What follows belongs to an exercise in optimizing a design on an open flow for small area and a short achievable clock period; a production flow would make more cautious choices. RTL that was checked went through simulation tests only; none was proved equivalent to the original. The RTL of runs 1 to 5 was laid out without a check of its function. Power figures rest on the tool's default switching activity, not on a simulated workload.

`design/flow/run.sh`:
```
#!/bin/bash
# synth_recipe.tcl (not shown) runs the flow's synth.tcl, then flattens the netlist and writes it again
# the make line also repeats each setting of config.mk as NAME=value (left out here)
make -C /OpenROAD-flow-scripts/flow DESIGN_CONFIG=/design/flow/config.mk WORK_HOME=/design/flow/orfs CLKGATE_MAP_FILE= SYNTH_SCRIPT=/design/flow/synth_recipe.tcl finish
```
`design/flow/config.mk`:
```
export PLATFORM = sky130hd
export DESIGN_NAME = mask_alu_top
export DESIGN_NICKNAME = mask_alu_top
export VERILOG_FILES = /design/flow/design.v
export SDC_FILE = /design/flow/constraint.sdc
export NUM_CORES = 4
export LEC_CHECK = 0
export CAP_MARGIN = 20
export CORE_MARGIN = 2
export CORE_UTILIZATION = 50
export SETUP_SLACK_MARGIN = 0.2
export SLEW_MARGIN = 20
```
`design/flow/constraint.sdc`:
```
create_clock -name core_clock -period 8.0 [get_ports {clk}]
set_input_delay 1.6000 -clock core_clock [delete_from_list [all_inputs] [get_ports {clk}]]
set_output_delay 1.6000 -clock core_clock [all_outputs]
set_load 0.01 [all_outputs]
```
`design/flow/design.v`:
```
package mask_alu_pkg;
  localparam int VLEN         = 128;
  localparam int VL_WIDTH     = 8;
  localparam int VSTART_WIDTH = 7;
  localparam int TAG_WIDTH    = 4;
  localparam logic [2:0] FUNCT3_OPMVV = 3'b010;
  localparam logic [5:0] FUNCT6_VMANDN = 6'b011000;
  localparam logic [5:0] FUNCT6_VMAND  = 6'b011001;
  localparam logic [5:0] FUNCT6_VMOR   = 6'b011010;
  localparam logic [5:0] FUNCT6_VMXOR  = 6'b011011;
  localparam logic [5:0] FUNCT6_VMORN  = 6'b011100;
  localparam logic [5:0] FUNCT6_VMNAND = 6'b011101;
  localparam logic [5:0] FUNCT6_VMNOR  = 6'b011110;
  localparam logic [5:0] FUNCT6_VMXNOR = 6'b011111;
  localparam logic [5:0] FUNCT6_VWXUNARY0 = 6'b010000;
  localparam logic [5:0] FUNCT6_VMUNARY0  = 6'b010100;
  localparam logic [4:0] VS1_VFIRST = 5'b10001;
  localparam logic [4:0] VS1_VMSBF  = 5'b00001;
  localparam logic [4:0] VS1_VMSOF  = 5'b00010;
  localparam logic [4:0] VS1_VMSIF  = 5'b00011;
  typedef logic [VLEN-1:0]         vreg_t;
  typedef logic [VL_WIDTH-1:0]     vl_t;
  typedef logic [VSTART_WIDTH-1:0] vstart_t;
  typedef logic [TAG_WIDTH-1:0]    tag_t;
  typedef enum logic [3:0] {
    OP_NONE,
    OP_ANDN,
    OP_AND,
    OP_OR,
    OP_XOR,
    OP_ORN,
    OP_NAND,
    OP_NOR,
    OP_XNOR,
    OP_MSBF,
    OP_MSIF,
    OP_MSOF,
    OP_FIRST
  } mask_op_e;
endpackage
module mask_alu_top (
  input  logic          clk,
  input  logic          reset,
  input  logic          uop_valid,
  input  logic [2:0]    funct3,
  input  logic [5:0]    funct6,
  input  logic [4:0]    vs1_op,
  input  logic          vm,
  input  logic [7:0]    vl,
  input  logic [6:0]    vstart,
  input  logic [3:0]    tag,
  input  logic [127:0]  vs1_data,
  input  logic          vs1_valid,
  input  logic [127:0]  vs2_data,
  input  logic          vs2_valid,
  input  logic [127:0]  v0_data,
  input  logic          v0_valid,
  input  logic [127:0]  vd_data,
  input  logic          vd_valid,
  output logic          result_valid,
  output logic [3:0]    result_tag,
  output logic [127:0]  result_data
);
  logic f3_ok, is_logic, is_unary, is_first, accept;
  assign f3_ok    = (funct3 == 3'b010);
  assign is_logic = f3_ok & (funct6[5:3] == 3'b011);
  assign is_unary = f3_ok & (funct6 == 6'b010100) & (vs1_op[4:2] == 3'b000) & (vs1_op[1:0] != 2'b00);
  assign is_first = f3_ok & (funct6 == 6'b010000) & (vs1_op == 5'b10001);
  assign accept   = uop_valid & (
      (is_logic & vs1_valid & vs2_valid & vd_valid & vm) |
      (is_unary & ~vs1_valid & vs2_valid & (vm | (vd_valid & v0_valid))) |
      (is_first & ~vs1_valid & vs2_valid & (vm | v0_valid)));
  logic sel_l, sel_u, sel_f;
  assign sel_l = funct6[3];
  assign sel_u = ~funct6[3] & funct6[2];
  assign sel_f = ~funct6[3] & ~funct6[2];
  logic [3:0] tt;
  always_comb begin
    case (funct6[2:0])
      3'b000:  tt = 4'b0100;  
      3'b001:  tt = 4'b1000;  
      3'b010:  tt = 4'b1110;  
      3'b011:  tt = 4'b0110;  
      3'b100:  tt = 4'b1101;  
      3'b101:  tt = 4'b0111;  
      3'b110:  tt = 4'b0001;  
      default: tt = 4'b1001;  
    endcase
  end
  logic [127:0] s;
  assign s = vs2_data & ({128{vm}} | v0_data);
  logic [31:0] g1;
  logic [7:0]  g2;
  logic [7:0]  sp;
  logic [31:0] gp;
  logic [127:0] p;
  always_comb begin
    for (int m = 0; m < 32; m++) g1[m] = |s[4*m +: 4];
    for (int n = 0; n < 8; n++)  g2[n] = |g1[4*n +: 4];
    for (int n = 0; n < 8; n++) begin
      sp[n] = 1'b0;
      for (int j = 0; j < n; j++) sp[n] = sp[n] | g2[j];
    end
    for (int m = 0; m < 32; m++) begin
      gp[m] = sp[m/4];
      for (int j = 4*(m/4); j < m; j++) gp[m] = gp[m] | g1[j];
    end
    for (int k = 0; k < 128; k++) begin
      p[k] = gp[k/4];
      for (int j = 4*(k/4); j < k; j++) p[k] = p[k] | s[j];
    end
  end
  logic [31:0] gfirst;
  logic [6:0]  idx;
  always_comb begin
    gfirst = g1 & ~gp;
    idx = '0;
    for (int m = 0; m < 32; m++) begin
      idx[6:2] = idx[6:2] | ({5{gfirst[m]}} & 5'(m));
      idx[1]   = idx[1] | (gfirst[m] & ~s[4*m] & ~s[4*m+1]);
      idx[0]   = idx[0] | (gfirst[m] & ~s[4*m] & (s[4*m+1] | ~s[4*m+2]));
    end
  end
  logic [7:0]   thr_in;
  logic [127:0] thr;
  logic [15:0]  hi_gt, hi_eq, lo_gt;
  assign thr_in = sel_l ? {1'b0, vstart} : vl;
  always_comb begin
    for (int h = 0; h < 16; h++) begin
      hi_gt[h] = (thr_in[7:4] > 4'(h));
      hi_eq[h] = (thr_in[7:4] == 4'(h));
      lo_gt[h] = (thr_in[3:0] > 4'(h));
    end
    for (int k = 0; k < 128; k++)
      thr[k] = hi_gt[k/16] | (hi_eq[k/16] & lo_gt[k%16]);
  end
  logic found;
  assign found = |(s & thr);
  logic       gu;
  logic [3:0] gt;
  assign gu = sel_u & ~vm;
  always_comb begin
    if (sel_l)      gt = tt;
    else if (sel_u) gt = {1'b0, vs1_op[1], 1'b0, vs1_op[0]};   
    else            gt = {4{~found}};
  end
  logic [127:0] merged;
  always_comb begin
    for (int k = 0; k < 128; k++) begin
      logic x, y;
      logic [3:0] g;
      x = (sel_l & thr[k]) | (gu & ~v0_data[k]);
      y = sel_l ? vs1_data[k] : p[k];
      g = gt;
      if (k < 7 && sel_f) g = {4{idx[k] | ~found}};
      merged[k] = x ? vd_data[k] : g[{vs2_data[k], y}];
    end
  end
  always_ff @(posedge clk) begin
    if (reset) result_valid <= 1'b0;
    else       result_valid <= accept;
  end
  always_ff @(posedge clk) begin
    result_tag  <= tag;
    result_data <= merged;
  end
endmodule
```
==> results of run 1 <==
## cells by family after synthesis
kind of cell | count (synthesis)
buf+inv | 220
xor+xnor | 2
simple gates | 834
compound gates | 1154
flops | 133
mux | 102
==> summary.txt, run 1 <==
Run status
  – Outcome: did not finish
  – Failing step: I/O pin placement
  – Run Error: [ERROR PPL-0024] Number of IO pins (686) exceeds maximum number of available positions (672). Increase the die perimeter from 750.92um to 932.96um.

Logic synthesis
  – Post-synth top area cell: dfxtp_1
  – Adder-Cell Fraction of Synth Area: 0%
  – Synthesized cell area: about 17000 um2
  – Post-synthesis xor/xnor area fraction: 0.1038%
  – Yosys warning count: approximately 120
  – Post-synth ARST share: 0%
  – Compound-Gate Fraction of Synth Area: 44.23%
  – Post-synth top cells: 308 x o21ai_0, 252 x nor2_1, 229 x nand2_1, 194 x a21oi_1, 141 x clkbuf_1
  – Mux cell area share after synthesis: 10.41%
  – Largest family of logic cells by synthesized area: compound AO/OA/AOI/OAI gates
  – Area share of the largest cell type after synthesis: 15.77%
  – Synth Area in Simple Gates: 24.04%
  – Post-synth EDFFs: 0
  – Syn Inst Count: between 2000 and 2500
  – Synth area leaders: dfxtp_1 16%, o21ai_0 9.1%, mux4_2 7.6%
  – Post-synthesis register bit count: 133
  – Avg Inst Size Synth: 6.903 um2
  – Synthesized Nets: around 3000
  – Ys flop type: dfxtp_1
  – Post-synthesis cell type count: 87
  – Most frequent cell after synthesis: o21ai_0
  – Sequential area share after synthesis: 15.77%

Floorplan
  – FP Rows: between 60 and 70
  – Starting Density: 50.59%
  – Die Ht: ~190 um
  – Die X: 187.7 um
==> inputs of run 2 (changes only) <==
--- a/design/flow/config.mk
+++ b/design/flow/config.mk
@@ -6,7 +6,8 @@
 export NUM_CORES = 4
 export LEC_CHECK = 0
+export ABC_CLOCK_PERIOD_IN_PS = 3000
 export CAP_MARGIN = 20
 export CORE_MARGIN = 2
 export CORE_UTILIZATION = 50
-export SETUP_SLACK_MARGIN = 0.2
+export SETUP_SLACK_MARGIN = 4.8
 export SLEW_MARGIN = 20
==> run 2 against run 1 <==
The run again fails in I/O pin placement; synthesized cell count unchanged; area after synthesis is the same.
==> summary.txt, run 2 <==
Logic synthesis
  – Post-synthesis register bit count: 133 (unchanged)
  – Most frequent cell after synthesis: o21ai_0 (unchanged)
  – Ys flop type: dfxtp_1 (unchanged)
  – Post-synthesis cell type count: 87 (unchanged)
  – Post-synth top cells: 308 x o21ai_0, 252 x nor2_1, 229 x nand2_1, 194 x a21oi_1, 141 x clkbuf_1 (unchanged)
  – Synth area leaders: dfxtp_1 16%, o21ai_0 9.1%, mux4_2 7.6% (unchanged)
  – Syn Inst Count: 2445 (unchanged)
  – Avg Inst Size Synth: 6.903 um2 (unchanged)
  – Synthesized Nets: 2998 (unchanged)
  – Synthesized cell area: 16880 um2 (unchanged)
  – Yosys warning count: 122 (unchanged)
  – Sequential area share after synthesis: 15.77% (unchanged)
  – Area share of the largest cell type after synthesis: 15.77% (unchanged)
  – Post-synth EDFFs: 0 (unchanged)
  – Post-synth top area cell: dfxtp_1 (unchanged)
  – Post-synth ARST share: 0% (unchanged)

Floorplan
  – Starting Density: 50.59% (unchanged)
  – FP Rows: 67 (unchanged)
  – Die X: 187.7 um (unchanged)
  – Die Ht: 187.7 um (unchanged)

Run status
  – Run Error: [ERROR PPL-0024] Number of IO pins (686) exceeds maximum number of available positions (672). Increase the die perimeter from 750.92um to 932.96um. (unchanged)
  – Outcome: did not finish (unchanged)
  – Failing step: I/O pin placement (unchanged)
==> run 2: cell families after synthesis <==
family,synth area share [%]
AOI/OAI and AO/OA,44.23
and+or+nand+nor,24.04
buffers and inverters,5.448
DFF,15.77
muxes,10.41
xor gates and xnor gates,0.1038
==> inputs of run 3 (changes only) <==
--- a/design/flow/config.mk
+++ b/design/flow/config.mk
@@ -8,6 +8,6 @@
 export ABC_CLOCK_PERIOD_IN_PS = 3000
 export CAP_MARGIN = 20
-export CORE_MARGIN = 2
-export CORE_UTILIZATION = 50
+export CORE_AREA = 5 5 235 235
+export DIE_AREA = 0 0 240 240
 export SETUP_SLACK_MARGIN = 4.8
 export SLEW_MARGIN = 20
==> run 3 against run 2 <==
Now clean on timing, DRC and antenna; area after synthesis is the same; synthesized cell count did not move.
==> summary.txt, run 3 <==
Job
  – MaxCap Viol Count: 0

Logic synthesis
  – Synth area leaders: dfxtp_1 16%, o21ai_0 9.1%, mux4_2 7.6% (unchanged)
  – Ys flop type: dfxtp_1 (unchanged)
  – Yosys warning count: 122 (unchanged)
  – Area share of the largest cell type after synthesis: 15.77% (unchanged)
  – Sequential area share after synthesis: 15.77% (unchanged)
  – Post-synth ARST share: 0% (unchanged)
  – Post-synthesis cell type count: 87 (unchanged)
  – Synthesized cell area: 16880 um2 (unchanged)
  – Most frequent cell after synthesis: o21ai_0 (unchanged)
  – Post-synthesis register bit count: 133 (unchanged)
  – Syn Inst Count: 2445 (unchanged)
  – Post-synth EDFFs: 0 (unchanged)
  – Post-synth top cells: 308 x o21ai_0, 252 x nor2_1, 229 x nand2_1, 194 x a21oi_1, 141 x clkbuf_1 (unchanged)
  – Avg Inst Size Synth: 6.903 um2 (unchanged)
  – Post-synth top area cell: dfxtp_1 (unchanged)
  – Synthesized Nets: 2998 (unchanged)

Setup path
  – Crit end category: flop
  – Worst Path Buf+Inv: 6
  – Critical path depth: 15
  – CP arrival: 4.73 ns
  – Required time of the critical path: between 8 and 9 ns
  – CP max FO: 8
  – Slowest-stage cell, CP: a221o_1
  – Top delay family on crit path: compound AO/OA/AOI/OAI gates
  – Cell repeated most along the worst path: buf_4
  – CP Launch Type: input port
  – Delay of the slowest critical-path stage: ~0.34 ns
  – Crit-path cells: buf_2 > nand4b_1 > and3_1 > buf_4 > o21ai_1 > nor4_2 > a21oi_2 > nor4b_4 > buf_4 > buf_4 > buf_8 > buf_6 > a21oi_4 > o21bai_1 > a221o_1
  – Worst Setup SP: vl[0]
  – Crit Path Class: input port to flop
  – Setup crit end: result_data[106]$_DFF_P_

Timing
  – Max-slew headroom: between 20% and 30%
  – Final setup viols: 0
  – Setup Total Neg Slack: 0 ns
  – Fin crit period: 4.335 ns
  – Max Freq: 230.7 MHz
  – Slew @ Worst Pin: 1.101 ns
  – RSZ-0062 raised after global routing: true
  – Final Hold Viols: 0
  – Crit share post-route: a little over half
  – Final Max Slew Viols: 0

Routing
  – DRT iter0 DRCs: 4001
  – Via/cell ratio: 7.063
  – Routed length per placed instance: 36.33 um
  – DRC Markers: 0
  – First-pass DRT Iterations: 8
  – Antenna viol nets, final: 0
  – WL final: 146.8 mm
  – Via count: 28548

Global routing
  – Initial antenna violation count: 19
  – Global-route wire length before repair: 201.9 mm
  – All-Layer GR Usage: 47.87%
  – Overflow after GRT: 0
  – Pin count of the biggest net entering global routing: 71
  – Number of global-route vias before repair: 27735

Floorplan
  – Core area: ~52000 um2
  – FP Rows: 84 (was 67)
  – Die X: 240 um (was 187.7 um)
  – Starting Density: 32.18% (was 50.59%)
  – Die ar.: 57600 um2
  – Die Ht: 240 um (was 187.7 um)
  – I/O pins: 686

Clock network
  – Clk pin slew, worst setup/hold paths: 0.07 ns
  – CTS Buf Count: 17
  – Post-CTS Hold Fix Bufs: 0
  – Max Root-Sink Buffers: 2
  – Clock sink count: about 130
  – H-tree depth: 4
  – Root buf cell: clkbuf_16
  – CTS tree: built

Placed design
  – Port Buf Inserts: approximately 690
  – Dpl cells: around 3700
  – Global placer's final weighted congestion: 1.062
  – Placed Area: roughly 25000 um2
  – Dpl hpwl: 102.7 mm

Finish
  – Most common cell after layout, fill and taps aside: clkdlybuf4s50_1
  – Multi-input logic area: 16640 um2
  – Nets@finish: 3879
  – Share of post-route cells with drive strength above 1: 30.59%
  – Sequential cell area: 2665 um2
  – Layout Utilization: 59.99%
  – Number of cells in the finished layout apart from fillers: 4042
  – Largest regs: result_data x128, result_tag x4, result_valid x1
  – Number of fill cells: 4701
  – Max reg flops: about 130
  – Reg with most FFs: result_data
  – Synth-to-Final Area Change: 86.41%
  – Post-route design area: about 31000 um2
  – Most frequent cells in the layout: 501 x clkdlybuf4s50_1, 257 x buf_4, 220 x nor2_1, 213 x nand2_1, 195 x o21ai_0

Power
  – Leakage power: about 12 nW
  – Power Total: 0.003623 W
  – Maximum vdd drop: 174.1 uV
  – PwrDens: 115.1 nW/um2

Hold path
  – Critical hold path startpoint: v0_data[5]
  – HP Class: input port to flop

Run status
  – Outcome: timing/DRC/antenna clean (was did not finish)
## run 3: cell counts after synthesis
No cell type changed its count.
## run 3: report_power, final
group | leakage (nW) | switching, W | internal [W]
clock | 0.272 | 0.000381 | 0.000451
sequential | 1.12 | 0.0000386 | 0.000753
combinational | 10.3 | 0.00110 | 0.000896
total | 11.7 | 0.00152 | 0.00210
## run 3: worst min-delay path by stage
stage / depth (start not counted) / slack (ns) / end
floorplan: 0 / 1.63 / result_tag[0]$_DFF_P_
global route: 1 / 1.54 / result_tag[2]$_DFF_P_
finish: 3 / 1.52 / result_data[5]$_DFF_P_
CTS: 3 / 1.50 / result_data[9]$_DFF_P_
global placement: 1 / 2.05 / result_tag[2]$_DFF_P_
detailed placement: 1 / 2.06 / result_tag[3]$_DFF_P_
## run 3: area by class of cell
| type | count | area share, % |
|---|---|---|
| Multi-Input combinational cell | 2094 | 52.90 |
| Tap cell | 688 | 2.736 |
| Inverter | 30 | 0.3658 |
| Antenna cell | 16 | 0.1273 |
| Clock buffer | 21 | 1.495 |
| Clock inverter | 10 | 0.3102 |
| Timing Repair Buffer | 1050 | 33.60 |
| Sequential cell | 133 | 8.470 |
## run 3: tightest hold or removal path: stages
cell      delay [ns]
buf_2           0.14
o22ai_1         0.13
o221ai_2        0.13
## run 3: per-stage QoR
step	hold slack, ns	setup WS [ns]
CTS	1.496	3.852
detailed placement	2.056	1.284
global route	1.537	3.686
finish	1.517	3.665
global placement	2.054	1.215
floorplan	1.628	3.595
## run 3: kinds of logic (layout without fill, tap and decap cells)
kind of cell | Yosys count | count (layout) | synth area share (%)
compound gates | 1154 | 1154 | 44.23
xor+xnor | 2 | 2 | 0.1038
buf+inv | 220 | 1111 | 5.448
flops | 133 | 133 | 15.77
mux | 102 | 102 | 10.41
other cells | 0 | 16 | 0
simple gates | 834 | 836 | 24.04
## run 3: timing repair
item                       in CTS  in global routing
setup endpoints to repair     130                128
setup buffers                 236                 38
resized for setup            1102                143
gates cloned                   27                  1
pin swaps                     186                 81
## run 3: routing by layer
layer  vias up  track usage (%)  wire length, um
li1      11439                -                -
met1     13568            56.99            50660
met2      2674            72.89            62370
met3       857            15.58            19330
met4        10            33.61            14400
met5         -                0               70
==> inputs of run 4 (changes only) <==
--- a/design/flow/config.mk
+++ b/design/flow/config.mk
@@ -6,8 +6,7 @@
 export NUM_CORES = 4
 export LEC_CHECK = 0
-export ABC_CLOCK_PERIOD_IN_PS = 3000
 export CAP_MARGIN = 20
 export CORE_AREA = 5 5 235 235
 export DIE_AREA = 0 0 240 240
-export SETUP_SLACK_MARGIN = 4.8
+export SETUP_SLACK_MARGIN = 0.2
 export SLEW_MARGIN = 20
==> run 4 against run 3 <==
Sequential cell count did not move; highest routed layer unchanged; core utilization shrank 12 points; wire length decreased by 11%; setup slack worse by 2.5 ns; area after synthesis is the same; largest cell class unchanged; final cell count down 7.3%; synthesized cell count did not move; maximum frequency is 37% lower.
==> summary.txt, run 4 <==
Finish
  – Share of post-route cells with drive strength above 1: 7.768% (was 30.59%)
  – Reg with most FFs: result_data (unchanged)
  – Most common cell after layout, fill and taps aside: clkdlybuf4s50_1 (unchanged)
  – Synth-to-Final Area Change: 48.72% (was 86.41%)
  – Nets@finish: 3593 (was 3879)
  – Largest regs: result_data x128, result_tag x4, result_valid x1 (unchanged)
  – Layout Utilization: 47.86% (was 59.99%)
  – Most frequent cells in the layout: 683 x clkdlybuf4s50_1, 307 x o21ai_0, 251 x nor2_1, 227 x nand2_1, 193 x a21oi_1 (was 501 x clkdlybuf4s50_1, 257 x buf_4, 220 x nor2_1, 213 x nand2_1, 195 x o21ai_0)
  – Max reg flops: 128 (unchanged)

Placed design
  – Place WS: 0.8451 ns (was 1.284 ns)
  – Port Buf Inserts: 685 (unchanged)
  – Dpl hpwl: 103.3 mm (was 102.7 mm)
  – Global placer's final weighted congestion: 1.020 (was 1.062)

Hold path
  – Worst hold path stage count: 1 (was 3)
  – Worst hold endpoint: result_tag[2]$_DFF_P_ (was result_data[5]$_DFF_P_)
  – Critical hold path startpoint: tag[2] (was v0_data[5])
  – HP Class: input port to flop (unchanged)

Logic synthesis
  – Synth area leaders: dfxtp_1 16%, o21ai_0 9.1%, mux4_2 7.6% (unchanged)
  – Area share of the largest cell type after synthesis: 15.77% (unchanged)
  – Post-synthesis cell type count: 87 (unchanged)
  – Avg Inst Size Synth: 6.903 um2 (unchanged)
  – Synthesized Nets: 2998 (unchanged)
  – Synthesized cell area: 16880 um2 (unchanged)
  – Yosys warning count: 122 (unchanged)
  – Ys flop type: dfxtp_1 (unchanged)
  – Syn Inst Count: 2445 (unchanged)
  – Post-synth top area cell: dfxtp_1 (unchanged)
  – Post-synth EDFFs: 0 (unchanged)
  – Most frequent cell after synthesis: o21ai_0 (unchanged)
  – Post-synthesis register bit count: 133 (unchanged)
  – Post-synth top cells: 308 x o21ai_0, 252 x nor2_1, 229 x nand2_1, 194 x a21oi_1, 141 x clkbuf_1 (unchanged)
  – Sequential area share after synthesis: 15.77% (unchanged)
  – Post-synth ARST share: 0% (unchanged)

Setup path
  – Cell repeated most along the worst path: o2111ai_1 (was buf_4)
  – Required time of the critical path: 8.44 ns (was 8.40 ns)
  – Crit-path cells: clkdlybuf4s50_1 > nor3b_2 > o22ai_1 > o211ai_1 > o2111ai_1 > nor4_1 > o2111ai_1 > nor4b_4 > nand2_4 > buf_4 > o311ai_0 > mux2_2 (was buf_2 > nand4b_1 > and3_1 > buf_4 > o21ai_1 > nor4_2 > a21oi_2 > nor4b_4 > buf_4 > buf_4 > buf_8 > buf_6 > a21oi_4 > o21bai_1 > a221o_1)
  – CP arrival: 7.28 ns (was 4.73 ns)
  – Slowest-stage cell, CP: nor3b_2 (was a221o_1)
  – CP Launch Type: input port (unchanged)
  – Worst Path Buf+Inv: 2 (was 6)
  – Crit Path Class: input port to flop (unchanged)
  – Top delay family on crit path: simple AND/OR/NAND/NOR gates (was compound AO/OA/AOI/OAI gates)
  – CP max FO: 65 (was 8)
  – Delay of the slowest critical-path stage: 1.05 ns (was 0.34 ns)
  – Crit end category: flop (unchanged)

Routing
  – Antenna viol nets, final: 0 (unchanged)
  – First-pass DRT Iterations: 8 (unchanged)
  – DRT iter0 DRCs: 4275 (was 4001)
  – Via/cell ratio: 6.949 (was 7.063)
  – WL final: 131.2 mm (was 146.8 mm)
  – Via count: 26030 (was 28548)
  – Routed length per placed instance: 35.02 um (was 36.33 um)
  – DRC Markers: 0 (unchanged)

Timing
  – Worst Hold Margin: 1.546 ns (was 1.517 ns)
  – Crit share post-route: 85.48% (was 54.19%)
  – Setup Total Neg Slack: 0 ns (unchanged)
  – Final setup viols: 0 (unchanged)
  – Slew @ Worst Pin: 1.156 ns (was 1.101 ns)
  – Max Freq: 146.2 MHz (was 230.7 MHz)
  – Final Worst Setup Slack: 1.161 ns (was 3.665 ns)
  – Final Max Slew Viols: 0 (unchanged)
  – Final Hold Viols: 0 (unchanged)
  – Fin crit period: 6.839 ns (was 4.335 ns)
  – RSZ-0062 raised after global routing: false (was true)
  – Max-slew headroom: 22.10% (was 26.58%)

Clock network
  – Clock sink count: 133 (unchanged)
  – Post-CTS Hold Fix Bufs: 0 (unchanged)
  – CTS Buf Count: 17 (unchanged)
  – CTS tree: built (unchanged)
  – Clk pin slew, worst setup/hold paths: 0.07 ns (about the same)
  – Setup Buffers After CTS: 0 (was 236)
  – Max Root-Sink Buffers: 2 (unchanged)
  – H-tree depth: 4 (unchanged)
  – Cts repair resizes: 0 (was 1102)
  – Root buf cell: clkbuf_16 (unchanged)

Floorplan
  – Die Ht: 240 um (unchanged)
  – Starting Density: 32.18% (unchanged)
  – Die ar.: 57600 um2 (unchanged)
  – FP Rows: 84 (unchanged)
  – I/O pins: 686 (unchanged)
  – Die X: 240 um (unchanged)
  – Core area: 52450 um2 (unchanged)

Power
  – Maximum vdd drop: 162.5 uV (was 174.1 uV)
  – Power Total: 0.003321 W (was 0.003623 W)
  – PwrDens: 132.3 nW/um2 (was 115.1 nW/um2)
  – Leakage power: 8.799 nW (was 11.72 nW)

Global routing
  – Overflow after GRT: 0 (unchanged)
  – All-Layer GR Usage: 42.70% (was 47.87%)
  – Pin count of the biggest net entering global routing: 108 (was 71)
  – Initial antenna violation count: 7 (was 19)
  – Global-route wire length before repair: 180.5 mm (was 201.9 mm)
  – Number of global-route vias before repair: 24827 (was 27735)

Job
  – MaxCap Viol Count: 0 (unchanged)

Run status
  – Outcome: timing/DRC/antenna clean (unchanged)
run 4: cell counts after synthesis:
No cell type changed its count.
run 4: layout make-up:
class,instances,area (um2)
Antenna cell,7,17.52
Clock buffer,18,439.2
Clock inverter,12,157.7
Fill cell,5221,27340
Inverter,30,115.1
Multi-Input combinational cell,2092,13370
Sequential cell,133,2663
Tap cell,688,860.8
Timing Repair Buffer,766,7476
run 4: kinds of logic after synthesis:
| family | Yosys count | synth area share [%] |
|---|---|---|
| buf+inv | 220 | 5.448 |
| mux | 102 | 10.41 |
| compound gates | 1154 | 44.23 |
| simple gates | 834 | 24.04 |
| flops | 133 | 15.77 |
| xor+xnor | 2 | 0.1038 |
run 4: through the flow:
step	instance area, um2	cells
after floorplan	16880	2445
after global placement	24490	3709
after detailed placement	24490	3709
after CTS	25080	3739
after global routing	25090	3742
final	25100	3746
run 4: per-layer routing:
layer / up-vias / routed length [um] / GRT usage, %
met5: - / 13 / 0
met4: 2 / 8754 / 22.30
met3: 525 / 15130 / 11.09
met2: 2298 / 58730 / 68.60
met1: 12404 / 48540 / 52.76
li1: 10801 / - / -
run 4: worst max-delay path by stage:
| stage | start | to | cells past startpoint |
|---|---|---|---|
| floorplan | vm | result_data[106]$_DFF_P_ | 17 |
| global placement | vstart[3] | result_data[96]$_DFF_P_ | 12 |
| detailed placement | vstart[3] | result_data[96]$_DFF_P_ | 12 |
| CTS | vstart[3] | result_data[96]$_DFF_P_ | 12 |
| global route | vstart[3] | result_data[96]$_DFF_P_ | 12 |
| finish | vstart[3] | result_data[96]$_DFF_P_ | 12 |
run 4: report_power, final:
group | internal [W] | switching, W
Sequential | 0.000753 | 0.0000368
Combinational | 0.000726 | 0.000922
Clock | 0.000494 | 0.000388
Total | 0.00197 | 0.00135
==> inputs of run 5 (changes only) <==
==> design/flow/flow/run.sh (new file) <==
#!/bin/bash
# Standard ORFS layout, with plain buf_1 cells as the port buffers.
set -euo pipefail
export BUFFER_PORTS_ARGS="-buffer_cell sky130_fd_sc_hd__buf_1"
bash standard.sh > standard_flow.log 2>&1
==> design/flow/standard.sh (new file) <==
#!/bin/bash
# synth_recipe.tcl (not shown) runs the flow's synth.tcl, then flattens the netlist and writes it again
# the make line also repeats each setting of config.mk as NAME=value (left out here)
make -C /OpenROAD-flow-scripts/flow DESIGN_CONFIG=/design/flow/config.mk WORK_HOME=/design/flow/orfs CLKGATE_MAP_FILE= SYNTH_SCRIPT=/design/flow/synth_recipe.tcl "${@:-finish}"
--- a/design/flow/config.mk
+++ b/design/flow/config.mk
@@ -6,7 +6,8 @@
 export NUM_CORES = 4
 export LEC_CHECK = 0
+export ABC_CLOCK_PERIOD_IN_PS = 3000
 export CAP_MARGIN = 20
 export CORE_AREA = 5 5 235 235
 export DIE_AREA = 0 0 240 240
-export SETUP_SLACK_MARGIN = 0.2
+export SETUP_SLACK_MARGIN = 4.8
 export SLEW_MARGIN = 20
removed: design/flow/run.sh
==> run 5 against run 4 <==
Still clean on timing, DRC and antenna; wire length is 4.2% higher; final cell count is 6.9% higher; critical path depth is 3 higher; sequential power is 0.5% lower; synthesized cell count stayed put; count of clock-buffer cells in the layout is 2 higher.
==> summary.txt, run 5 <==
Run status
  – Outcome: timing/DRC/antenna clean (unchanged)

Logic synthesis
  – Post-synth EDFFs: 0 (unchanged)
  – Synthesized cell area: 16880 um2 (unchanged)
  – Post-synth ARST share: 0% (unchanged)
  – Synthesized Nets: 2998 (unchanged)
  – Sequential area share after synthesis: 15.77% (unchanged)
  – Post-synth top area cell: dfxtp_1 (unchanged)
  – Synth area leaders: dfxtp_1 16%, o21ai_0 9.1%, mux4_2 7.6% (unchanged)
  – Yosys warning count: 122 (unchanged)
  – Syn Inst Count: 2445 (unchanged)
  – Post-synthesis cell type count: 87 (unchanged)
  – Most frequent cell after synthesis: o21ai_0 (unchanged)
  – Post-synthesis register bit count: 133 (unchanged)
  – Ys flop type: dfxtp_1 (unchanged)
  – Area share of the largest cell type after synthesis: 15.77% (unchanged)
  – Avg Inst Size Synth: 6.903 um2 (unchanged)
  – Post-synth top cells: 308 x o21ai_0, 252 x nor2_1, 229 x nand2_1, 194 x a21oi_1, 141 x clkbuf_1 (unchanged)

Finish
  – Sequential cell area: 2663 um2 (unchanged)
  – Reg with most FFs: result_data (unchanged)
  – Largest regs: result_data x128, result_tag x4, result_valid x1 (unchanged)
  – Number of fill cells: 5405 (was 5221)
  – Most common cell after layout, fill and taps aside: buf_1 (was clkdlybuf4s50_1)
  – Synth-to-Final Area Change: 58.16% (was 48.72%)
  – Multi-input logic area: 16120 um2 (was 13370 um2)
  – Max reg flops: 128 (unchanged)
  – Share of post-route cells with drive strength above 1: 25.48% (was 7.768%)
  – Layout Utilization: 50.90% (was 47.86%)
  – Most frequent cells in the layout: 650 x buf_1, 230 x nor2_1, 221 x buf_4, 219 x o21ai_0, 211 x nand2_1 (was 683 x clkdlybuf4s50_1, 307 x o21ai_0, 251 x nor2_1, 227 x nand2_1, 193 x a21oi_1)
  – Nets@finish: 3841 (was 3593)

Timing
  – Fin crit period: 4.292 ns (was 6.839 ns)
  – Slew @ Worst Pin: 1.091 ns (was 1.156 ns)
  – Final Max Slew Viols: 0 (unchanged)
  – Max-slew headroom: 27.03% (was 22.10%)
  – Setup Total Neg Slack: 0 ns (unchanged)
  – Worst Hold Margin: 1.185 ns (was 1.546 ns)
  – Crit share post-route: 53.65% (was 85.48%)
  – Final Hold Viols: 0 (unchanged)
  – RSZ-0062 raised after global routing: true (was false)
  – Final setup viols: 0 (unchanged)
  – Max Freq: 233.0 MHz (was 146.2 MHz)

Power
  – Part of the power in registers: 23.8% (about the same)
  – Cell-internal power: 0.001874 W (was 0.001973 W)
  – PwrDens: 123.9 nW/um2 (was 132.3 nW/um2)
  – Power Total: 0.003309 W (was 0.003321 W)
  – Clk pwr share: 26.4% (was 26.6%)
  – Part of the power in combinational logic: 49.9% (was 49.6%)
  – Leakage power: 9.390 nW (was 8.799 nW)
  – Maximum vdd drop: 191.9 uV (was 162.5 uV)
  – Net Sw Power: 0.001435 W (was 0.001348 W)
  – Switching Fraction: 43.36% (was 40.58%)

Job
  – MaxCap Viol Count: 0 (unchanged)

Floorplan
  – Die X: 240 um (unchanged)
  – Die Ht: 240 um (unchanged)
  – I/O pins: 686 (unchanged)
  – Starting Density: 32.18% (unchanged)
  – Die ar.: 57600 um2 (unchanged)
  – Core area: 52450 um2 (unchanged)
  – FP Rows: 84 (unchanged)

Clock network
  – CTS Buf Count: 17 (unchanged)
  – CTS tree: built (unchanged)
  – Post-CTS Hold Fix Bufs: 0 (unchanged)
  – Max Root-Sink Buffers: 2 (unchanged)
  – Clk pin slew, worst setup/hold paths: 0.06 ns (was 0.07 ns)
  – Root buf cell: clkbuf_16 (unchanged)
  – H-tree depth: 4 (unchanged)
  – Clock sink count: 133 (unchanged)

Setup path
  – Required time of the critical path: 8.42 ns (was 8.44 ns)
  – Crit Path Class: input port to flop (unchanged)
  – CP arrival: 4.71 ns (was 7.28 ns)
  – Crit end category: flop (unchanged)
  – CP Launch Type: input port (unchanged)
  – CP max FO: 16 (was 65)

Global routing
  – Initial antenna violation count: 13 (was 7)
  – Global-route wire length before repair: 182.8 mm (was 180.5 mm)
  – M2 GR Usage: 68.20% (was 68.60%)
  – Pin count of the biggest net entering global routing: 78 (was 108)
  – Busiest grt layer: met2 (unchanged)
  – Met1 usage in global routing: 52.09% (was 52.76%)
  – Number of global-route vias before repair: 25581 (was 24827)
  – Overflow after GRT: 0 (unchanged)
  – GRT met3 Usage: 12.81% (was 11.09%)
  – All-Layer GR Usage: 43.39% (was 42.70%)

Routing
  – Via/cell ratio: 6.913 (was 6.949)
  – Antenna viol nets, final: 0 (unchanged)
  – Routed length per placed instance: 34.15 um (was 35.02 um)
  – First-pass DRT Iterations: 8 (unchanged)
  – Via count: 27679 (was 26030)
  – DRC Markers: 0 (unchanged)
  – DRT iter0 DRCs: 4106 (was 4275)
  – WL final: 136.7 mm (was 131.2 mm)

Placed design
  – Global placer's final weighted congestion: 1.085 (was 1.020)
  – Dpl hpwl: 97.48 mm (was 103.3 mm)
  – Port Buf Inserts: 685 (unchanged)

Hold path
  – HP Class: input port to flop (unchanged)
-- run 5: cell counts after synthesis --
No cell type changed its count.
-- run 5: cell families after synthesis --
family                 share of synthesized area [%]
AO/OA/AOI/OAI                                  44.23
AND/OR/NAND/NOR                                24.04
flip-flops                                     15.77
multiplexers                                   10.41
XOR/XNOR                                      0.1038
buffers and inverters                          5.448
-- run 5: routing by layer --
layer  part of all wire [%]  vias to the layer above
li1                       -                    11363
met1                     34                    13081
met2                     44                     2507
met3                     14                      720
met4                    8.5                        8
met5                  0.041                        -
-- run 5: through the flow --
stage	area, um2	std cells	setup WS, ns
after floorplan	17340	2445	3.595
after global routing	26670	3993	3.696
final	26700	4004	3.708
after global placement	20430	3693	1.720
after CTS	24410	3911	3.798
after detailed placement	20430	3693	1.589
-- run 5: power by group through the flow --
stage | logic, W | clock network, W | registers (W)
after floorplan | 0.000662 | 0 | 0.000838
after global placement | 0.00128 | 0 | 0.000803
after detailed placement | 0.00128 | 0 | 0.000800
after CTS | 0.00145 | 0.000887 | 0.000787
after global routing | 0.00170 | 0.000903 | 0.000792
final | 0.00165 | 0.000873 | 0.000786
-- run 5: path summary, 6_finish.rpt --
check / startpoint / end / cells after the start / slack, ns
worst max-delay path: vstart[1] / result_data[29]$_DFF_P_ / 15 / 3.71
worst min-delay path: tag[1] / result_tag[1]$_DFF_P_ / 1 / 1.18
-- run 5: layout make-up --
| cell class | instances | share of cell area, % |
|---|---|---|
| multi-input combinational | 2100 | 60.37 |
| timing repair buffer | 1006 | 23.55 |
| sequential | 133 | 9.974 |
| tap | 688 | 3.225 |
| clock buffer | 20 | 1.711 |
| clock inverter | 12 | 0.5765 |
| inverter | 30 | 0.4499 |
| antenna | 15 | 0.1406 |
-- run 5: timing repair --
action,CTS,global route
cloned,27,14
setup endpoints to repair,128,128
pin swaps,77,88
gates resized for setup,364,304
setup buffers,159,64
-- run 5: critical path, stage by stage --
cell,delay [ns]
buf_1,0.08
buf_6,0.18
nor2_4,0.23
o221a_2,0.39
o221ai_1,0.22
or4_4,0.57
a211oi_4,0.25
nor4b_4,0.25
buf_6,0.18
buf_4,0.12
buf_6,0.09
buf_12,0.17
buf_12,0.13
nand2_8,0.08
a31oi_1,0.15
==> inputs of run 6 (changes only) <==
--- a/design/flow/design.v
+++ b/design/flow/design.v
@@ -135,6 +135,13 @@
       thr[k] = hi_gt[k/16] | (hi_eq[k/16] & lo_gt[k%16]);
   end
+  logic [7:0] blk_any, blk_part;
   logic found;
-  assign found = |(s & thr);
+  always_comb begin
+    for (int h = 0; h < 8; h++) begin
+      blk_any[h]  = |s[16*h +: 16];
+      blk_part[h] = |(s[16*h +: 16] & lo_gt);
+    end
+    found = |((hi_gt[7:0] & blk_any) | (hi_eq[7:0] & blk_part)) | (thr_in[7] & |blk_any);
+  end
   logic       gu;
   logic [3:0] gt;
==> run 6 against run 5 <==
Still clean on timing, DRC and antenna; first-iteration DRC count shrank 19%; power shrank 3.3%; critical path depth shrank 3; hold slack lost 0.0072 ns; wire length shrank 5.9%; maximum frequency grew 0.75%; sequential power is essentially flat; count of clock-buffer cells in the layout grew 2.
==> summary.txt, run 6 <==
Run status
  – Outcome: timing/DRC/antenna clean (unchanged)

Job
  – MaxCap Viol Count: 0 (unchanged)

Setup path
  – Crit-path cells: buf_16 > buf_4 > mux2i_1 > buf_4 > nor3_1 > a211oi_1 > nand4_1 > a221oi_2 > nand4b_1 > nand3b_1 > nand4_1 > a221o_1 (was buf_1 > buf_6 > nor2_4 > o221a_2 > o221ai_1 > or4_4 > a211oi_4 > nor4b_4 > buf_6 > buf_4 > buf_6 > buf_12 > buf_12 > nand2_8 > a31oi_1)
  – Required time of the critical path: 8.44 ns (was 8.42 ns)
  – CP max FO: 7 (was 16)
  – Delay of the slowest critical-path stage: 0.46 ns (was 0.57 ns)
  – CP arrival: 4.70 ns (was 4.71 ns)
  – Worst Setup SP: vstart[2] (was vstart[1])
  – CP Launch Type: input port (unchanged)
  – Slowest-stage cell, CP: mux2i_1 (was or4_4)
  – Crit end category: flop (unchanged)
  – Crit Path Class: input port to flop (unchanged)

Timing
  – Max Freq: 234.7 MHz (was 233.0 MHz)
  – Final setup viols: 0 (unchanged)
  – Max-slew headroom: 24.32% (was 27.03%)
  – Fin crit period: 4.260 ns (was 4.292 ns)
  – Slew @ Worst Pin: 1.131 ns (was 1.091 ns)
  – Final Hold Viols: 0 (unchanged)
  – Crit share post-route: 53.25% (was 53.65%)
  – Setup Total Neg Slack: 0 ns (unchanged)
  – Final Max Slew Viols: 0 (unchanged)
  – RSZ-0062 raised after global routing: true (unchanged)

Placed design
  – Port Buf Inserts: 685 (unchanged)
  – Dpl hpwl: 92.07 mm (was 97.48 mm)
  – Global placer's final weighted congestion: 1.039 (was 1.085)
  – Dpl cells: 3533 (was 3693)

Logic synthesis
  – Synth area leaders: dfxtp_1 16%, mux4_2 8.8%, o21ai_0 8.4% (was dfxtp_1 16%, o21ai_0 9.1%, mux4_2 7.6%)
  – Syn Inst Count: 2283 (was 2445)
  – Post-synthesis cell type count: 96 (was 87)
  – Sequential area share after synthesis: 16.49% (was 15.77%)
  – Post-synth EDFFs: 0 (unchanged)
  – Avg Inst Size Synth: 7.073 um2 (was 6.903 um2)
  – Synthesized Nets: 2836 (was 2998)
  – Synthesized cell area: 16150 um2 (was 16880 um2)
  – Most frequent cell after synthesis: nor2_1 (was o21ai_0)
  – Area share of the largest cell type after synthesis: 16.49% (was 15.77%)
  – Post-synth top cells: 304 x nor2_1, 270 x o21ai_0, 213 x nand2_1, 139 x a21oi_1, 133 x dfxtp_1 (was 308 x o21ai_0, 252 x nor2_1, 229 x nand2_1, 194 x a21oi_1, 141 x clkbuf_1)
  – Post-synth ARST share: 0% (unchanged)
  – Yosys warning count: 122 (unchanged)
  – Post-synth top area cell: dfxtp_1 (unchanged)
  – Ys flop type: dfxtp_1 (unchanged)
  – Post-synthesis register bit count: 133 (unchanged)

Hold path
  – Worst hold endpoint: result_tag[1]$_DFF_P_ (unchanged)
  – Worst hold path stage count: 1 (unchanged)
  – Critical hold path startpoint: tag[1] (unchanged)
  – HP Class: input port to flop (unchanged)

Floorplan
  – Starting Density: 30.79% (was 32.18%)
  – Core area: 52450 um2 (unchanged)
  – I/O pins: 686 (unchanged)
  – Die Ht: 240 um (unchanged)
  – Die ar.: 57600 um2 (unchanged)
  – FP Rows: 84 (unchanged)
  – Die X: 240 um (unchanged)

Finish
  – Reg with most FFs: result_data (unchanged)
  – Number of fill cells: 5571 (was 5405)
  – Share of post-route cells with drive strength above 1: 20.05% (was 25.48%)
  – Max reg flops: 128 (unchanged)
  – Synth-to-Final Area Change: 46.69% (was 58.16%)
  – Sequential cell area: 2663 um2 (unchanged)
  – Nets@finish: 3578 (was 3841)
  – Multi-input logic area: 14240 um2 (was 16120 um2)
  – Largest regs: result_data x128, result_tag x4, result_valid x1 (unchanged)
  – Most frequent cells in the layout: 659 x buf_1, 290 x nor2_1, 235 x o21ai_0, 193 x nand2_1, 141 x buf_4 (was 650 x buf_1, 230 x nor2_1, 221 x buf_4, 219 x o21ai_0, 211 x nand2_1)
  – Most common cell after layout, fill and taps aside: buf_1 (unchanged)
  – Number of cells in the finished layout apart from fillers: 3749 (was 4004)

Global routing
  – Overflow after GRT: 0 (unchanged)
  – Number of global-route vias before repair: 24463 (was 25581)
  – All-Layer GR Usage: 42.10% (was 43.39%)
  – Pin count of the biggest net entering global routing: 67 (was 78)
  – Global-route wire length before repair: 176.5 mm (was 182.8 mm)
  – Initial antenna violation count: 32 (was 13)

Routing
  – First-pass DRT Iterations: 8 (unchanged)
  – Via count: 25364 (was 27679)
  – DRC Markers: 0 (unchanged)
  – Routed length per placed instance: 34.33 um (was 34.15 um)
  – Antenna viol nets, final: 0 (unchanged)
  – Via/cell ratio: 6.766 (was 6.913)
  – DRT iter0 DRCs: 3309 (was 4106)
  – WL final: 128.7 mm (was 136.7 mm)

Clock network
  – Max Root-Sink Buffers: 2 (unchanged)
  – Clock sink count: 133 (unchanged)
  – Post-CTS Hold Fix Bufs: 0 (unchanged)
  – Clk pin slew, worst setup/hold paths: 0.06 ns (about the same)
  – CTS Buf Count: 17 (unchanged)
  – CTS tree: built (unchanged)
  – H-tree depth: 4 (unchanged)
  – Root buf cell: clkbuf_16 (unchanged)

Power
  – PwrDens: 135.0 nW/um2 (was 123.9 nW/um2)
  – Leakage power: 8.373 nW (was 9.390 nW)
  – Maximum vdd drop: 196.8 uV (was 191.9 uV)
## run 6: metrics by stage
step	hold WS [ns]	utilization [%]	instance area, um2	setup WS (ns)	total power [W]
2_1_floorplan	1.628	-	16380	3.770	0.001452
3_3_place_gp	1.694	36.92	19360	1.744	0.002012
3_5_place_dp	1.696	36.92	19360	1.592	0.002007
4_1_cts	1.147	43.88	23010	3.994	0.003119
5_1_grt	1.172	45.10	23660	3.791	0.003288
6_report	1.178	45.17	23690	3.740	0.003199
## run 6: worst max-delay path, delay by kind of cell
family                 cells  cell delay, ns
and+or+nand+nor            5            1.19
buffers and inverters      3            0.59
muxes                      1            0.46
AOI/OAI and AO/OA          3            0.85
## run 6: logic make-up after synthesis
group                  Yosys count  share of synthesized area, %
buffers and inverters          205                         5.401
AND/OR/NAND/NOR                797                         23.62
flip-flops                     133                         16.49
XOR/XNOR                         1                        0.1472
AO/OA/AOI/OAI                 1031                         42.04
multiplexers                   116                         12.30
## run 6: worst max-delay path by stage
stage	endpoint	slack, ns	cells after the start
after global routing	result_data[21]$_DFF_P_	3.79	13
after CTS	result_data[80]$_DFF_P_	3.99	13
after floorplan	result_data[114]$_DFF_P_	3.77	16
after global placement	result_data[29]$_DFF_P_	1.74	12
after detailed placement	result_data[8]$_DFF_P_	1.59	12
final	result_data[5]$_DFF_P_	3.74	12
## run 6: what timing repair did
action / 4_1_cts / 5_1_grt
setup endpoints to repair: 128 / 128
setup buffers: 113 / 19
cloned: 28 / 1
hold endpoints to repair: 0 / 0
pin swaps: 80 / 36
gates resized for setup: 345 / 72
## run 6: report_power, final
group / total (W) / switching, W / internal [W]
registers: 0.000788 / 0.0000339 / 0.000755
logic: 0.00147 / 0.000925 / 0.000545
clock network: 0.000940 / 0.000367 / 0.000573
## run 6: per-layer routing
layer  up-vias  track usage (%)  wire length [um]  share of wire [%]
li1      10489                -                 -                  -
met1     12149            49.90             45630                 35
met2      2171            66.33             57150                 44
met3       537            14.19             16630                 13
met4        18            24.86              9162                7.1
met5         -                0               137               0.11
## run 6: layout make-up
class	count	area share (%)
clock inverter	9	0.7342
clock buffer	22	2.002
tap	688	3.634
inverter	35	0.6233
antenna	24	0.2535
multi-input combinational	1950	60.10
sequential	133	11.24
timing repair buffer	888	21.41
==> inputs of run 7 (changes only) <==
==> design/flow/flow/run.sh (replaced) <==
#!/bin/bash
# Standard ORFS layout (the standard.sh), with plain buf_1 cells as the port
# buffers and cell resizing not restricted to the same footprint.
set -euo pipefail
export BUFFER_PORTS_ARGS="-buffer_cell sky130_fd_sc_hd__buf_1"
sed 's/CLKGATE_MAP_FILE= /CLKGATE_MAP_FILE= MATCH_CELL_FOOTPRINT=0 /' standard.sh > standard_mod.sh
grep -q 'MATCH_CELL_FOOTPRINT=0' standard_mod.sh
bash standard_mod.sh > standard_flow.log 2>&1
--- a/design/flow/config.mk
+++ b/design/flow/config.mk
@@ -6,8 +6,7 @@
 export NUM_CORES = 4
 export LEC_CHECK = 0
-export ABC_CLOCK_PERIOD_IN_PS = 3000
 export CAP_MARGIN = 20
 export CORE_AREA = 5 5 235 235
 export DIE_AREA = 0 0 240 240
-export SETUP_SLACK_MARGIN = 4.8
+export SETUP_SLACK_MARGIN = 5
 export SLEW_MARGIN = 20
==> run 7 against run 6 <==
Final cell count decreased by 0.48%; clock power decreased by 2%; via count decreased by 1.5%; maximum frequency increased by 2.8%.
==> summary.txt, run 7 <==
Run status
  – Outcome: timing/DRC/antenna clean (unchanged)

Timing
  – Max-slew headroom: 20.47% (was 24.32%)
  – Max Freq: 241.4 MHz (was 234.7 MHz)
  – Fin crit period: 4.143 ns (was 4.260 ns)
  – Final setup viols: 0 (unchanged)
  – RSZ-0062 raised after global routing: true (unchanged)
  – Setup Total Neg Slack: 0 ns (unchanged)
  – Worst Hold Margin: 1.191 ns (was 1.178 ns)
  – Final Hold Viols: 0 (unchanged)
  – Crit share post-route: 51.79% (was 53.25%)
  – Slew @ Worst Pin: 1.189 ns (was 1.131 ns)
  – Final Max Slew Viols: 0 (unchanged)
  – Final Worst Setup Slack: 3.857 ns (was 3.740 ns)

Routing
  – DRC Markers: 0 (unchanged)
  – Antenna viol nets, final: 0 (unchanged)
  – DRT iter0 DRCs: 3574 (was 3309)
  – First-pass DRT Iterations: 10 (was 8)
  – Via count: 24984 (was 25364)
  – Via/cell ratio: 6.696 (was 6.766)
  – Routed length per placed instance: 33.76 um (was 34.33 um)
  – WL final: 126.0 mm (was 128.7 mm)

Clock network
  – Clock sink count: 133 (unchanged)
  – CTS Buf Count: 17 (unchanged)
  – Root buf cell: clkbuf_16 (unchanged)
  – H-tree depth: 4 (unchanged)
  – Clk pin slew, worst setup/hold paths: 0.07 ns (was 0.06 ns)
  – CTS tree: built (unchanged)
  – Post-CTS Hold Fix Bufs: 0 (unchanged)
  – Max Root-Sink Buffers: 2 (unchanged)

Floorplan
  – Die X: 240 um (unchanged)
  – Die Ht: 240 um (unchanged)
  – Core area: 52450 um2 (unchanged)
  – FP Rows: 84 (unchanged)
  – Die ar.: 57600 um2 (unchanged)
  – Starting Density: 30.79% (unchanged)
  – I/O pins: 686 (unchanged)

Logic synthesis
  – Post-synth EDFFs: 0 (unchanged)
  – Ys flop type: dfxtp_1 (unchanged)
  – Post-synth top cells: 304 x nor2_1, 270 x o21ai_0, 213 x nand2_1, 139 x a21oi_1, 133 x dfxtp_1 (unchanged)
  – Syn Inst Count: 2283 (unchanged)
  – Most frequent cell after synthesis: nor2_1 (unchanged)
  – Post-synth top area cell: dfxtp_1 (unchanged)
  – Yosys warning count: 122 (unchanged)
  – Area share of the largest cell type after synthesis: 16.49% (unchanged)
  – Post-synthesis cell type count: 96 (unchanged)
  – Synth area leaders: dfxtp_1 16%, mux4_2 8.8%, o21ai_0 8.4% (unchanged)
  – Post-synthesis register bit count: 133 (unchanged)
  – Avg Inst Size Synth: 7.073 um2 (unchanged)
  – Sequential area share after synthesis: 16.49% (unchanged)
  – Synthesized cell area: 16150 um2 (unchanged)
  – Post-synth ARST share: 0% (unchanged)
  – Synthesized Nets: 2836 (unchanged)

Finish
  – Max reg flops: 128 (unchanged)
  – Post-route design area: 22970 um2 (was 23690 um2)
  – Largest regs: result_data x128, result_tag x4, result_valid x1 (unchanged)
  – Most common cell after layout, fill and taps aside: buf_1 (unchanged)
  – Nets@finish: 3563 (was 3578)
  – Most frequent cells in the layout: 664 x buf_1, 290 x nor2_1, 244 x o21ai_0, 195 x nand2_1, 137 x buf_4 (was 659 x buf_1, 290 x nor2_1, 235 x o21ai_0, 193 x nand2_1, 141 x buf_4)
  – Reg with most FFs: result_data (unchanged)
  – Synth-to-Final Area Change: 42.26% (was 46.69%)
  – Share of post-route cells with drive strength above 1: 18.59% (was 20.05%)

Global routing
  – Number of global-route vias before repair: 23192 (was 24463)
  – Overflow after GRT: 0 (unchanged)
  – Pin count of the biggest net entering global routing: 80 (was 67)
  – All-Layer GR Usage: 40.76% (was 42.10%)
  – Initial antenna violation count: 25 (was 32)
  – Global-route wire length before repair: 170.6 mm (was 176.5 mm)

Placed design
  – Global placer's final weighted congestion: 1.019 (was 1.039)
  – Port Buf Inserts: 685 (unchanged)
  – Dpl hpwl: 89.97 mm (was 92.07 mm)
  – Placed Area: 19350 um2 (was 19360 um2)
  – Place WS: 1.516 ns (was 1.592 ns)

Setup path
  – CP Launch Type: input port (unchanged)
  – CP max FO: 8 (was 7)
  – Crit end category: flop (unchanged)
  – Crit Path Class: input port to flop (unchanged)
  – CP arrival: 4.59 ns (was 4.70 ns)
  – Required time of the critical path: 8.45 ns (was 8.44 ns)

Power
  – Leakage power: 8.024 nW (was 8.373 nW)
  – Part of the power in registers: 25.2% (was 24.6%)
  – Cell-internal power: 0.001803 W (was 0.001873 W)
  – PwrDens: 136.1 nW/um2 (was 135.0 nW/um2)
  – Part of the power in combinational logic: 45.3% (was 46.0%)
  – Maximum vdd drop: 169.0 uV (was 196.8 uV)
  – Clk pwr share: 29.5% (was 29.4%)
  – Switching Fraction: 42.31% (was 41.45%)
  – Net Sw Power: 0.001323 W (was 0.001326 W)

Hold path
  – HP Class: input port to flop (unchanged)

Job
  – MaxCap Viol Count: 0 (unchanged)
## run 7: cell counts after synthesis
Identical to the previous run, type by type.
## run 7: final cells by class
type | count | area [um2]
Timing Repair Buffer | 871 | 4679
Sequential cell | 133 | 2663
Inverter | 35 | 138.9
Fill cell | 5605 | 29470
Multi-Input combinational cell | 1952 | 13960
Antenna cell | 20 | 50.05
Clock inverter | 13 | 181.4
Clock buffer | 19 | 442.9
Tap cell | 688 | 860.8
## run 7: through the flow
step | cells | utilization [%] | power [W]
5_1_grt | 3720 | 43.75 | 0.003217
4_1_cts | 3675 | 42.21 | 0.003039
3_3_place_gp | 3525 | 36.90 | 0.002000
2_1_floorplan | 2283 | - | 0.001453
6_report | 3731 | 43.80 | 0.003126
3_5_place_dp | 3525 | 36.90 | 0.001998
## run 7: power groups by stage
stage | clock network [W] | registers, W | logic (W)
2_1_floorplan | 0 | 0.000840 | 0.000613
3_5_place_dp | 0 | 0.000800 | 0.00120
4_1_cts | 0.000934 | 0.000787 | 0.00132
3_3_place_gp | 0 | 0.000802 | 0.00120
5_1_grt | 0.000950 | 0.000794 | 0.00147
6_report | 0.000921 | 0.000787 | 0.00142
## run 7: kinds of logic (layout without fill, tap and decap cells)
| family | count (synthesis) | count (layout) | share of synthesized area [%] |
|---|---|---|---|
| compound gates | 1031 | 1031 | 42.04 |
| xor+xnor | 1 | 1 | 0.1472 |
| buf+inv | 205 | 938 | 5.401 |
| flops | 133 | 133 | 16.49 |
| mux | 116 | 116 | 12.30 |
| other cells | 0 | 20 | 0 |
| simple gates | 797 | 804 | 23.62 |
## run 7: worst paths after layout
check	depth (start not counted)	slack (ns)	to	start
worst max-delay path	14	3.86	result_data[78]$_DFF_P_	vstart[0]
worst min-delay path	1	1.19	result_tag[1]$_DFF_P_	tag[1]
## run 7: worst max-delay path, cell delays in order
cell and delay (ns):
clkbuf_2 0.22, and3_4 0.31, a32oi_1 0.16, buf_4 0.26, a21oi_1 0.14, a2111oi_4 0.35
nand4_1 0.18, a221oi_2 0.28, nand4b_1 0.24, nand2b_4 0.28, buf_12 0.17, clkbuf_16 0.17
a21oi_1 0.13, a21o_1 0.11
## run 7: what timing repair did
action | CTS | global route
resized for setup | 256 | 73
endpoints found under the setup margin | 128 | 128
pin swaps | 61 | 46
buffers inserted | 100 | 33
cloned | 18 | 3
## run 7: per-layer routing
layer  global-route usage [%]  part of all wire (%)  up-vias
li1                         -                     -    10439
met1                    49.12                    35    11906
met2                    65.63                    45     2125
met3                    13.00                    13      496
met4                    20.36                   6.2       18
met5                        0                 0.098        -
==> inputs of run 8 (changes only) <==
--- a/design/flow/config.mk
+++ b/design/flow/config.mk
@@ -6,4 +6,5 @@
 export NUM_CORES = 4
 export LEC_CHECK = 0
+export ABC_AREA = 1
 export CAP_MARGIN = 20
 export CORE_AREA = 5 5 235 235
==> run 8 against run 7 <==
Critical endpoint is now result_data[9]$_DFF_P_; sequential power is essentially flat; critical path type unchanged; largest cell class unchanged; final cell count grew 30%; die area did not move; largest power group unchanged; still clean; combinational power grew 8%; count of clock-buffer cells in the layout up 3.
==> summary.txt, run 8 <==
Logic synthesis
  – Post-synthesis xor/xnor area fraction: 0% (was 0.1472%)
  – Avg Inst Size Synth: 5.215 um2 (was 7.073 um2)
  – Synthesized Nets: 3886 (was 2836)
  – Compound-Gate Fraction of Synth Area: 21.69% (was 42.04%)
  – Post-synth top cells: 961 x nand2_1, 498 x inv_1, 423 x nand3_1, 292 x nor2_1, 234 x o21ai_0 (was 304 x nor2_1, 270 x o21ai_0, 213 x nand2_1, 139 x a21oi_1, 133 x dfxtp_1)
  – Area share of the largest cell type after synthesis: 20.75% (was 16.49%)
  – Post-synthesis cell type count: 50 (was 96)
  – Adder-Cell Fraction of Synth Area: 0% (unchanged)
  – Post-synthesis register bit count: 133 (unchanged)
  – Synth area leaders: nand2_1 21%, dfxtp_1 15%, nand3_1 12% (was dfxtp_1 16%, mux4_2 8.8%, o21ai_0 8.4%)
  – Synth Area in Simple Gates: 47.23% (was 23.62%)
  – Sequential area share after synthesis: 15.32% (was 16.49%)
  – Yosys warning count: 122 (unchanged)
  – Most frequent cell after synthesis: nand2_1 (was nor2_1)
  – Post-synth top area cell: nand2_1 (was dfxtp_1)
  – Ys flop type: dfxtp_1 (unchanged)
  – Synthesized cell area: 17380 um2 (was 16150 um2)
  – Syn Inst Count: 3333 (was 2283)
  – Post-synth EDFFs: 0 (unchanged)
  – Post-synth ARST share: 0% (unchanged)
  – Largest family of logic cells by synthesized area: simple AND/OR/NAND/NOR gates (was compound AO/OA/AOI/OAI gates)
  – Mux cell area share after synthesis: 0% (was 12.30%)

Clock network
  – Root buf cell: clkbuf_16 (unchanged)
  – Clk pin slew, worst setup/hold paths: 0.06 ns (was 0.07 ns)
  – Max Root-Sink Buffers: 2 (unchanged)
  – Post-CTS Hold Fix Bufs: 0 (unchanged)
  – Clock sink count: 133 (unchanged)
  – H-tree depth: 4 (unchanged)
  – CTS Buf Count: 17 (unchanged)
  – CTS tree: built (unchanged)

Timing
  – Slew @ Worst Pin: 1.231 ns (was 1.189 ns)
  – Final Hold Viols: 0 (unchanged)
  – Max-slew headroom: 17.85% (was 20.47%)
  – Final Max Slew Viols: 0 (unchanged)
  – Setup Total Neg Slack: 0 ns (unchanged)
  – RSZ-0062 raised after global routing: true (unchanged)
  – Final setup viols: 0 (unchanged)
  – Max Freq: 233.6 MHz (was 241.4 MHz)
  – Final Worst Setup Slack: 3.719 ns (was 3.857 ns)
  – Fin crit period: 4.281 ns (was 4.143 ns)
  – Crit share post-route: 53.52% (was 51.79%)

Placed design
  – Place WS: 0.8287 ns (was 1.516 ns)
  – Global placer's final weighted congestion: 0.9528 (was 1.019)
  – Dpl hpwl: 81.70 mm (was 89.97 mm)
  – Port Buf Inserts: 685 (unchanged)

Setup path
  – Required time of the critical path: 8.40 ns (was 8.45 ns)
  – CP Launch Type: input port (unchanged)
  – Crit end category: flop (unchanged)
  – Crit Path Class: input port to flop (unchanged)
  – CP arrival: 4.68 ns (was 4.59 ns)
  – CP max FO: 7 (was 8)

Floorplan
  – Starting Density: 33.14% (was 30.79%)
  – Die ar.: 57600 um2 (unchanged)
  – FP Rows: 84 (unchanged)
  – Die Ht: 240 um (unchanged)
  – I/O pins: 686 (unchanged)
  – Core area: 52450 um2 (unchanged)
  – Die X: 240 um (unchanged)

Power
  – Maximum vdd drop: 162.2 uV (was 169.0 uV)
  – Leakage power: 12.74 nW (was 8.024 nW)
  – PwrDens: 121.6 nW/um2 (was 136.1 nW/um2)

Global routing
  – Number of global-route vias before repair: 25245 (was 23192)
  – Initial antenna violation count: 25 (unchanged)
  – Global-route wire length before repair: 172.1 mm (was 170.6 mm)
  – Pin count of the biggest net entering global routing: 92 (was 80)
  – Overflow after GRT: 0 (unchanged)
  – All-Layer GR Usage: 40.82% (was 40.76%)

Job
  – MaxCap Viol Count: 0 (unchanged)

Routing
  – DRC Markers: 0 (unchanged)
  – Antenna viol nets, final: 0 (unchanged)
  – WL final: 125.8 mm (was 126.0 mm)
  – DRT iter0 DRCs: 3696 (was 3574)
  – First-pass DRT Iterations: 9 (was 10)
  – Via count: 27646 (was 24984)
  – Via/cell ratio: 5.714 (was 6.696)
  – Routed length per placed instance: 26.01 um (was 33.76 um)

Finish
  – Most frequent cells in the layout: 903 x nand2_1, 683 x buf_1, 490 x inv_1, 408 x nand3_1, 234 x nor2_1 (was 664 x buf_1, 290 x nor2_1, 244 x o21ai_0, 195 x nand2_1, 137 x buf_4)
  – Largest regs: result_data x128, result_tag x4, result_valid x1 (unchanged)
  – Reg with most FFs: result_data (unchanged)
  – Synth-to-Final Area Change: 47.82% (was 42.26%)
  – Most common cell after layout, fill and taps aside: nand2_1 (was buf_1)
  – Nets@finish: 4672 (was 3563)
  – Layout Utilization: 49.00% (was 43.80%)
  – Number of fill cells: 5608 (was 5605)
  – Max reg flops: 128 (unchanged)
  – Share of post-route cells with drive strength above 1: 14.67% (was 18.59%)

Hold path
  – HP Class: input port to flop (unchanged)

Run status
  – Outcome: timing/DRC/antenna clean (unchanged)
## run 8: cell types whose count changed in the layout (fill, tap and decap cells not counted), sizes merged, moves of 63 or more
cell	previous run	this run
nand2	216	985
inv	35	499
nand3	56	425
a31oi	108	2
or2	7	106
o21bai	2	93
o22ai	45	123
a22oi	70	5
mux4	63	0
## run 8: critical path, cell delays in order
cell      delay (ns)
buf_16          0.13
buf_12          0.17
nand2_8         0.08
nand2_8         0.12
nand2_8         0.06
buf_6           0.14
inv_1           0.09
nand2_2         0.11
buf_12          0.18
o211ai_1        0.36
nor2_1          0.09
nand2_1         0.09
nand2_1         0.06
nand3_2         0.09
nor2_4          0.06
nand3_4         0.08
buf_12          0.16
buf_8           0.23
nand2_2         0.24
o21ai_1         0.22
clkinv_1        0.08
nand2_1         0.05
nand2_1         0.05
nand2_1         0.05
nand2_1         0.05
## run 8: through the flow
step | area (um2) | instances | hold WS (ns) | power, W
2_1_floorplan | 17570 | 3333 | 1.628 | 0.001476
3_3_place_gp | 20510 | 4594 | 1.692 | 0.001952
3_5_place_dp | 20510 | 4594 | 1.696 | 0.001953
4_1_cts | 25160 | 4802 | 1.159 | 0.003048
5_1_grt | 25680 | 4831 | 1.182 | 0.003250
6_report | 25700 | 4838 | 1.188 | 0.003125
## run 8: kinds of logic (layout without fill, tap and decap cells)
group           count (synthesis)  count (layout)
flops                         133             133
simple gates                 1884            1897
buf+inv                       670            1456
other cells                     0              18
compound gates                646             646
## run 8: layer usage
layer  vias to the layer above  routed length (um)  track usage [%]
met4                        14                9495            23.28
li1                      12432                   -                -
met5                         -                 176                0
met2                      2181               54210            63.83
met3                       618               16580            11.93
met1                     12401               45370            50.15
## run 8: power by group
group          internal [W]  switching [W]  total (W)
Clock              0.000430       0.000376   0.000806
Sequential         0.000754      0.0000339   0.000788
Combinational      0.000535       0.000995    0.00153
Total               0.00172        0.00141    0.00312
## run 8: path summary, 6_finish.rpt
kind                endpoint  depth (start not counted)      start
min    result_tag[0]$_DFF_P_                          1     tag[0]
max   result_data[9]$_DFF_P_                         25  funct6[3]
## run 8: timing repair
item	in CTS	in global routing
setup buffers	112	12
hold endpoints to repair	0	0
gates resized for setup	505	52
cloned	64	6
endpoints found under the setup margin	128	128
pin swaps	99	42
## run 8: area by class of cell
cell class	count	area [um2]	share of cell area (%)
multi-input combinational	2543	13970	54.37
timing repair buffer	905	5623	21.88
sequential	133	2663	10.36
inverter	517	1979	7.703
tap	688	860.8	3.350
clock buffer	22	454.2	1.768
clock inverter	10	82.58	0.3214
antenna	18	45.04	0.1753
timing repair inverter	2	17.52	0.06817

## afterwards: timing with drivers on the ports
Ports are ideal in the flow. The routed layouts listed here were re-timed in OpenROAD. Step 1 assumes that a clkbuf_16 drives the clock port and a buf_2 every other input. Step 2 moves the port delays by t, midway between the first and last clock arrival at a register: inputs arrive t later, outputs are due t later. That takes back most of the time a late clock gives input paths. Slacks: no drivers / after step 1 / after step 2; pairs: no drivers / after step 1.
| run | t (ns) | slack for setup (ns) | hold WS [ns] | latest minus earliest clock arrival (ns) | worst slew at a driven data input, ns |
|---|---|---|---|---|---|
| run 3 | 0.574 | 3.665 / 3.391 / 2.818 | 1.517 / 1.488 / 2.061 | 0.027 / 0.027 | 0.40 |
| run 4 | 0.558 | 1.161 / 1.203 / 0.645 | 1.546 / 1.514 / 2.072 | 0.014 / 0.014 | 0.14 |
| run 5 | 0.565 | 3.708 / 3.475 / 2.911 | 1.185 / 1.154 / 1.718 | 0.015 / 0.015 | 0.31 |
| run 6 | 0.573 | 3.740 / 3.504 / 2.930 | 1.178 / 1.143 / 1.717 | 0.016 / 0.015 | 0.31 |
| run 7 | 0.561 | 3.857 / 3.697 / 3.135 | 1.191 / 1.154 / 1.715 | 0.020 / 0.019 | 0.31 |
| run 8 | 0.560 | 3.719 / 3.635 / 3.075 | 1.188 / 1.152 / 1.712 | 0.015 / 0.016 | 0.26 |
After both steps every run listed still meets setup and hold. For run 3, which loses most, drivers alone change the setup slack by -0.274 ns; drivers and shift together by -0.847 ns.
